This design comes from an exercise in tuning for small area on the open sky130 flow, not from production work. In this exercise RTL edits were held to simulation tests only and were not proved equivalent to the original.

==> job 8026: inputs <==
Design cordic_rotator, start of the top module:
module cordic_rotator (
    input  logic       clk,
    input  logic       rst_n,
    input  logic       in_valid,
    input  logic [8:0] in_x,
    input  logic [8:0] in_y,
    input  logic [8:0] in_angle,
    output logic       out_valid,
    output logic [31:0] out_x,
    output logic [31:0] out_y
);
make LEC_CHECK=0 ABC_AREA=1 ABC_CLOCK_PERIOD_IN_PS=11000 CAP_MARGIN=20 CORE_MARGIN=2 CORE_UTILIZATION=40 SLEW_MARGIN=20 SYNTH_HIERARCHICAL=1 SYNTH_MINIMUM_KEEP_SIZE=0 finish   # period 11.0 ns
run.sh (not shown) runs the stock make flow with config.mk's settings and CLKGATE_MAP_FILE= SYNTH_SCRIPT=/design/flow/synth_recipe.tcl, a recipe that flattens the netlist after the stock synthesis.
==> job 7651: changes against job 8026 <==
CTS_CLUSTER_DIAMETER = 80   (was not set)
CTS_CLUSTER_SIZE = 20   (was not set)
==> job 7288: changes against job 8026 <==
CTS_CLUSTER_DIAMETER = 60   (was not set)
CTS_CLUSTER_SIZE = 30   (was not set)
==> notes <==
Job 7651 went through all stages and came out clean. Job 7288 completed with no timing, DRC or antenna violations. Job 8026 went through all stages and came out clean.
Between job 8026 and job 7288, the lower clock-buffer cell count is in job 7288 (gap 7).
The highest global-route usage belongs to job 8026, the lowest to job 7288.
In die area, job 8026 and job 7651 do not differ.
First-iteration DRC count, highest first: job 7651, job 8026, job 7288.

========
==> run a <==
cordic_rotator, a different RTL version from the one above (not shown whole).
Settings: LEC_CHECK=0, ABC_AREA=1, ABC_CLOCK_PERIOD_IN_PS=11000, CAP_MARGIN=20, CORE_MARGIN=2, CORE_UTILIZATION=40, CTS_CLUSTER_DIAMETER=110, CTS_CLUSTER_SIZE=25, SLEW_MARGIN=20, SYNTH_HIERARCHICAL=1, SYNTH_MINIMUM_KEEP_SIZE=0; clock period 11.0 ns.
standard.sh (not shown) runs the stock make flow with config.mk's settings and CLKGATE_MAP_FILE= SYNTH_SCRIPT=/design/flow/synth_recipe.tcl, a recipe that flattens the netlist after the stock synthesis.
==> flow/flow/run.sh <==
#!/bin/bash
# The standard layout, with the smallest buffer on every input and output port
# (the standard flow buffers every port too, with a larger cell).
set -euo pipefail
export BUFFER_PORTS_ARGS="-buffer_cell sky130_fd_sc_hd__buf_1"
bash standard.sh > standard.log 2>&1
==> inputs of run b, as changes to run a <==
- CORE_UTILIZATION: 40 -> 75
==> notes <==
Run a finished clean. Run b produced a clean layout.
In non-clock buffer count, run a and run b do not differ.
Of run a and run b, run a has the higher register-to-register slack (gap 0.02 ns).
Against run b, the final cell count of run a is higher by 15%.
Worst hold slack: run a is lower than run b (0.011 ns).
Against run b, the core utilization of run a is lower by 35 points.
Of run b and run a, run a has the higher clock skew (gap 0.010 ns).
Maximum frequency is about the same in run a and run b.
Against run a, the wire length of run b is higher by 2.5%.

========
==> inputs of branch zinc <==
cordic_rotator again, from the RTL that the note above started with.
clock: 11.0 ns
lec_check: 0
abc_area: 1
abc_clock_period_in_ps: 11000
cap_margin: 20
core_margin: 2
core_utilization: 40
cts_cluster_diameter: 110
cts_cluster_size: 30
slew_margin: 20
synth_hierarchical: 1
synth_minimum_keep_size: 0
Scripts as last shown in full above: flow/flow/run.sh
==> branch nickel (differences from branch zinc) <==
--- a/flow/config.mk
+++ b/flow/config.mk
@@ -10,7 +10,7 @@
 export CAP_MARGIN = 20
 export CORE_MARGIN = 2
-export CORE_UTILIZATION = 40
+export CORE_UTILIZATION = 60
 export CTS_CLUSTER_DIAMETER = 110
-export CTS_CLUSTER_SIZE = 30
+export CTS_CLUSTER_SIZE = 25
 export SLEW_MARGIN = 20
 export SYNTH_HIERARCHICAL = 1
==> branch garnet (differences from branch zinc) <==
==> flow/run.sh (new file) <==
#!/bin/bash
# synth_recipe.tcl (not shown) runs the flow's synth.tcl, then flattens the netlist and writes it again
# the make line also repeats each setting of config.mk as NAME=value (left out here)
make -C /OpenROAD-flow-scripts/flow DESIGN_CONFIG=/design/flow/config.mk WORK_HOME=/design/flow/orfs CLKGATE_MAP_FILE= SYNTH_SCRIPT=/design/flow/synth_recipe.tcl finish
--- a/flow/config.mk
+++ b/flow/config.mk
@@ -11,6 +11,6 @@
 export CORE_MARGIN = 2
 export CORE_UTILIZATION = 40
-export CTS_CLUSTER_DIAMETER = 110
-export CTS_CLUSTER_SIZE = 30
+export CTS_CLUSTER_DIAMETER = 80
+export CTS_CLUSTER_SIZE = 20
 export SLEW_MARGIN = 20
 export SYNTH_HIERARCHICAL = 1
removed: flow/flow/run.sh
removed: flow/standard.sh
==> flow_summary_export.csv <==
group,metric,value,unit
floorplan,start_util,0.406,
drt,vias_per_cell,4.91,
drt,vias,14200,
setup_path,endpoint,"p3_n1609$_DFF_P_",
floorplan,n_tap_cell,756,
floorplan,dieArea,0.0593,mm²
place,place_hpwl,44200,µm
grt,grt_pass1_wl,83700,µm
place,place_area,0.0243,mm²
floorplan,num_rows,87,
outcome,status,"timing/DRC/antenna clean",
cells_and_area,final_cell_mix,"fa_1 (480), dfxtp_1 (244), nand2_1 (229)",
grt,use_met1,0.214,
sta,fmax,94.0,MHz
drt,met1_length,20900,µm
sta,relSlewSlack,0.374,
floorplan,die_h,243,µm
drt,routed_wl,51100,µm
the above is filed under branch garnet

==> flow_summary_export.csv <==
group,metric,value,unit
sta,fmax,93.9,MHz
floorplan,die_h,199,µm
drt,vias_per_cell,5.35,
grt,grt_pass1_wl,81700,µm
grt,use_met1,0.342,
cells_and_area,final_cell_mix,"fa_1 (487), dfxtp_1 (245), nand2_1 (228)",
floorplan,n_tap_cell,511,
cells_and_area,antennaDiodeCount,0,
setup_path,endpoint,"p3_n1511$_DFF_P_",
drt,routed_wl,50900,µm
outcome,status,"timing/DRC/antenna clean",
drt,met1_length,20500,µm
sta,relSlewSlack,0.384,
drt,vias,14100,
floorplan,start_util,0.609,
the above is filed under branch nickel

==> flow_summary_export.csv <==
group,metric,value,unit
drt,vias,14100,
drt,routed_wl,51600,µm
floorplan,num_rows,87,
outcome,status,"timing/DRC/antenna clean",
sta,relSlewSlack,0.403,
setup_path,endpoint,"p3_n1609$_DFF_P_",
floorplan,start_util,0.406,
floorplan,dieArea,0.0593,mm²
grt,use_met1,0.218,
floorplan,die_h,243,µm
grt,grt_pass1_wl,84100,µm
place,place_area,0.0237,mm²
drt,met1_length,21100,µm
cells_and_area,final_cell_mix,"fa_1 (484), dfxtp_1 (245), nand2_1 (229)",
the above is filed under branch zinc


========
==> inputs of v32 <==
cordic_rotator, a different RTL version from the one above (not shown whole).
clock: 11.0 ns
lec_check: 0
abc_area: 1
abc_clock_period_in_ps: 11000
cap_margin: 20
core_margin: 2
core_utilization: 40
cts_buf_list: sky130_fd_sc_hd__clkbuf_4 sky130_fd_sc_hd__clkbuf_8
slew_margin: 20
synth_hierarchical: 1
synth_minimum_keep_size: 0
run.sh (not shown) runs the stock make flow with config.mk's settings and CLKGATE_MAP_FILE= SYNTH_SCRIPT=/design/flow/synth_recipe.tcl, a recipe that flattens the netlist after the stock synthesis.
Stock flow here: none of the scripts above is used.
==> v18 (differences from v32) <==
CTS_BUF_LIST = unset   (was sky130_fd_sc_hd__clkbuf_4 sky130_fd_sc_hd__clkbuf_8)
==> notes.md <==
# fillers: 5526
Wire length per cell: 17.8 um
Final worst slack: 0.361 ns
Status: timing/DRC/antenna clean
FF-to-FF End: p3_n1403
Commonest cells after routing, fill and taps aside: fa_1 (500), nand2_1 (258), dfxtp_1 (251)
Post-route core utilization: 44.5%
Buffers, non-clock: 120
Sequential cell area share: 19.5%
Met1 GRT Util: 22.1%
Clock Latency Late Sink: 0.58 ns
Initial DRC Count: 791
CTS Root Cell: clkbuf_16
# H-tree levels: 1
Hold EP: p3_n235
Post-route minimum period: 10.64 ns
# resized after CTS: 2
Met2 WL: 28.2 mm
(the above is from v18)
==> notes.md <==
Met1 GRT Util: 22.1%
# fillers: 5527
# resized after CTS: 3
Status: timing/DRC/antenna clean
Sequential cell area share: 19.5%
# H-tree levels: 2
Commonest cells after routing, fill and taps aside: fa_1 (500), nand2_1 (258), dfxtp_1 (250)
Final worst slack: 0.349 ns
Clock Latency Late Sink: 0.63 ns
Post-route minimum period: 10.65 ns
(the above is from v32)

port drivers added, routing unchanged:
No port has a modelled driver above. Below, the same layouts with a new extraction and two added sets of constraints.
Step 1 sets driving cells, clkbuf_16 on the clock port and buf_2 on the other inputs (assumed; they add their load-dependent delay and slew).
Step 2 also shifts input and output timing later by t, the mid clock arrival at the registers, as if the neighbouring blocks saw the same clock.
Slacks: ideal / step 1 / step 2; pairs: ideal / step 1.
run	t (ns)	setup WS [ns]	worst register clock-pin slew, ns
job 8026	0.607	0.430 / 0.375 / 0.462	0.07 / 0.07
job 7651	0.583	0.404 / 0.360 / 0.404	0.08 / 0.08
job 7288	0.605	0.434 / 0.378 / 0.468	0.08 / 0.08
run a	0.572	0.322 / 0.322 / 0.322	0.10 / 0.10
run b	0.548	0.304 / 0.304 / 0.304	0.11 / 0.11
branch zinc	0.569	0.319 / 0.319 / 0.319	0.12 / 0.12
branch nickel	0.552	0.354 / 0.354 / 0.354	0.10 / 0.10
branch garnet	0.581	0.357 / 0.357 / 0.357	0.08 / 0.08
v32	0.665	0.349 / 0.297 / 0.469	0.08 / 0.08
v18	0.623	0.361 / 0.303 / 0.457	0.06 / 0.06
After both steps setup and hold are still met in every run listed.
